Source: an optimization exercise on an open RTL-to-GDS flow (aim: small area and a short achievable clock period). Production flows keep margins and buffers that such runs may drop.
Where RTL was checked, it was by simulation tests only, not by an equivalence proof against the original.

==> run a: inputs <==
// mul_pipe
module mul_pipe #(
    parameter int unsigned XLEN    = 32,
    parameter int unsigned LATENCY = 3,
    parameter int unsigned TAG_W   = 5
) (
    input  logic             clk,
    input  logic             rst_n,
    input  logic             in_valid,
    output logic             in_ready,
    input  logic [XLEN-1:0]  a,
    input  logic [XLEN-1:0]  b,
    input  logic [2:0]       mulop,
    input  logic [TAG_W-1:0] in_tag,
    input  logic             flush,
    output logic             out_valid,
    input  logic             out_ready,
    output logic [XLEN-1:0]  f,
    output logic [TAG_W-1:0] out_tag
);
export LEC_CHECK = 0
export ABC_AREA = 1
export CAP_MARGIN = 20
export CORE_MARGIN = 2
export CORE_UTILIZATION = 40
export SETUP_SLACK_MARGIN = 5
export SLEW_MARGIN = 20
export SYNTH_HIERARCHICAL = 1
create_clock -name core_clock -period 11.0 [get_ports {clk}]
standard.sh (not shown) runs the stock make flow with config.mk's settings and CLKGATE_MAP_FILE= SYNTH_SCRIPT=/design/flow/synth_recipe.tcl, a recipe that flattens the netlist after the stock synthesis.
==> flow/flow/run.sh <==
#!/bin/bash
# The standard layout, with timing repair aimed further below the clock period and
# the smallest port buffers (repair sizes up the ones on critical paths).
set -euo pipefail
bash standard.sh SETUP_SLACK_MARGIN=6.2 "BUFFER_PORTS_ARGS=-buffer_cell sky130_fd_sc_hd__buf_1" finish > standard.log 2>&1
==> inputs of run b, as changes to run a <==
--- a/flow/config.mk
+++ b/flow/config.mk
@@ -8,7 +8,8 @@
 export ABC_AREA = 1
 export CAP_MARGIN = 20
 export CORE_MARGIN = 2
-export CORE_UTILIZATION = 40
+export CORE_UTILIZATION = 60
+export PLACE_DENSITY = 0.72
 export SETUP_SLACK_MARGIN = 5
 export SLEW_MARGIN = 20
 export SYNTH_HIERARCHICAL = 1
==> flow_metrics.py <==
metrics = {
    "outcome": {
        "status": "finished clean",
    },
    "floorplan": {
        "core_um2": 71600,
        "rows": 98,
    },
    "sta": {
        "relSlewSlack_pct": 34.0,
        "fin_skew_ps": 18.2,
        "fin_ws_ps": 6230,
        "worst_slew_pin_slew_ps": 985,
    },
    "clock_tree": {
        "worstSkewPairLatency_ps": 610,
        "cts-buffers-inserted": 27,
    },
    "placement": {
        "dp_cells": 3721,
    },
    "setup_path": {
        "critical_path.max_fanout": 2,
        "cpPeakStageDelay_ps": 120,
    },
    "cells_and_area": {
        "n_fill_cell": 6753,
        "final_cells": 3791,
    },
    "grt": {
        "grt_pass1_wl_um": 156000,
    },
    "drt": {
        "wl_per_cell_um": 27.6,
    },
}
[end of results for run a]
==> flow_metrics.py <==
metrics = {
    "outcome": {
        "status": "finished clean",
    },
    "floorplan": {
        "core_um2": 47700,
        "rows": 80,
    },
    "setup_path": {
        "cpPeakStageDelay_ps": 640,
    },
    "sta": {
        "worst_slew_pin_slew_ps": 1080,
        "whs_ps": 427,
        "setup_viol": 0,
    },
    "placement": {
        "dp_cells": 3386,
    },
    "logic_synthesis": {
        "synth_edf_count": 167,
        "ys_types": 38,
    },
    "clock_tree": {
        "cts-buffers-inserted": 25,
        "worstSkewPairLatency_ps": 580,
    },
    "cells_and_area": {
        "nClkBuffers": 35,
        "nFlopsAndLatches": 207,
        "n_fill_cell": 3712,
        "final_cells": 3472,
    },
    "grt": {
        "grt_pass1_wl_um": 150000,
    },
}
[end of results for run b]
Function was not checked in any run of this note: the RTL went through the layout flow alone.


==> cedar <==
Another version of the RTL of mul_pipe (not shown whole).
==> flow/config.mk <==
export PLATFORM = sky130hd
export DESIGN_NAME = mul_pipe
export DESIGN_NICKNAME = mul_pipe
export VERILOG_FILES = /design/flow/design.v
export SDC_FILE = /design/flow/constraint.sdc
export NUM_CORES = 4
export LEC_CHECK = 0
export ABC_AREA = 1
export CAP_MARGIN = 20
export CORE_MARGIN = 2
export CORE_UTILIZATION = 40
export SETUP_SLACK_MARGIN = 5
export SLEW_MARGIN = 20
export SYNTH_HIERARCHICAL = 1
==> flow/constraint.sdc <==
create_clock -name core_clock -period 11.0 [get_ports {clk}]
set_input_delay 2.2000 -clock core_clock [delete_from_list [all_inputs] [get_ports {clk}]]
set_output_delay 2.2000 -clock core_clock [all_outputs]
set_load 0.01 [all_outputs]
==> flow/flow/run.sh <==
#!/bin/bash
# The standard layout, with timing repair aimed further below the clock period and
# stronger port buffers; everything else as the standard flow does it.
set -euo pipefail
bash standard.sh SETUP_SLACK_MARGIN=6.2 "BUFFER_PORTS_ARGS=-buffer_cell sky130_fd_sc_hd__buf_4" finish > standard.log 2>&1
==> inputs of ember, as changes to cedar <==
==> flow/run.sh (new file) <==
#!/bin/bash
# synth_recipe.tcl (not shown) runs the flow's synth.tcl, then flattens the netlist and writes it again
# the make line also repeats each setting of config.mk as NAME=value (left out here)
make -C /OpenROAD-flow-scripts/flow DESIGN_CONFIG=/design/flow/config.mk WORK_HOME=/design/flow/orfs CLKGATE_MAP_FILE= SYNTH_SCRIPT=/design/flow/synth_recipe.tcl finish
removed: flow/flow/run.sh
removed: flow/standard.sh
==> parameters.txt <==
Parameter                              Value

Final layout
  Share of final-layout standard cells stronger than drive strength 1    6.25%
  Finished Cell Area    0.0327 mm²
  Number of non-clock buffers in the layout    204
  Highest-count cells in the layout ignoring fill and taps    553 x sky130_fd_sc_hd__xor2_1, 515 x sky130_fd_sc_hd__o22ai_1, 482 x sky130_fd_sc_hd__fa_1

Route
  Starting DRT DRC Count    2473
  Via-per-instance ratio    5.99

Global route
  Largest net degree at the start of global routing    99
  Total routing usage reported by global routing    26.6%

Status
  Run status    complete, no violations
[end of results for ember]
==> parameters.txt <==
Parameter                              Value

Final layout
  Finished Cell Area    0.0333 mm²

Run
  Max-capacitance violation count    0

Global route
  Largest net degree at the start of global routing    81
  Total routing usage reported by global routing    27.0%

Route
  Via-per-instance ratio    6.03

Status
  Run status    complete, no violations
[end of results for cedar]

==> what the ideal ports hide <==
The results above use ideal ports. As a check the final layouts listed here were re-extracted and re-timed, cells and wires unchanged. Step 1 (the two cells are an assumption about what drives the block):
set clk [get_ports {clk}]
set_driving_cell -lib_cell sky130_fd_sc_hd__clkbuf_16 $clk
set_driving_cell -lib_cell sky130_fd_sc_hd__buf_2 [delete_from_list [all_inputs] $clk]
Step 2 times the ports against the registers' clock, not the clock port: input delays grow and output delays shrink by t, the midpoint of the rising clock arrivals with the driver on. Slacks: no drivers / after step 1 / after step 2; pairs: no drivers / after step 1.
run	t, ns	setup slack, ns	hold WS [ns]	worst slew at a driven data input, ns	cell pins on the clock port's net
run a	0.665	6.225 / 6.192 / 6.192	0.416 / 0.416 / 0.416	0.07	1
run b	0.638	6.221 / 6.195 / 6.195	0.427 / 0.427 / 0.427	0.08	1
cedar	0.675	6.231 / 6.195 / 6.195	0.429 / 0.429 / 0.429	0.04	1
ember	0.673	5.223 / 5.201 / 5.201	0.418 / 0.418 / 0.418	0.04	1
After both steps setup and hold are still met in every run listed. The setup slack of cedar, which loses most, moves by -0.036 ns with the drivers and by -0.036 ns with both steps.
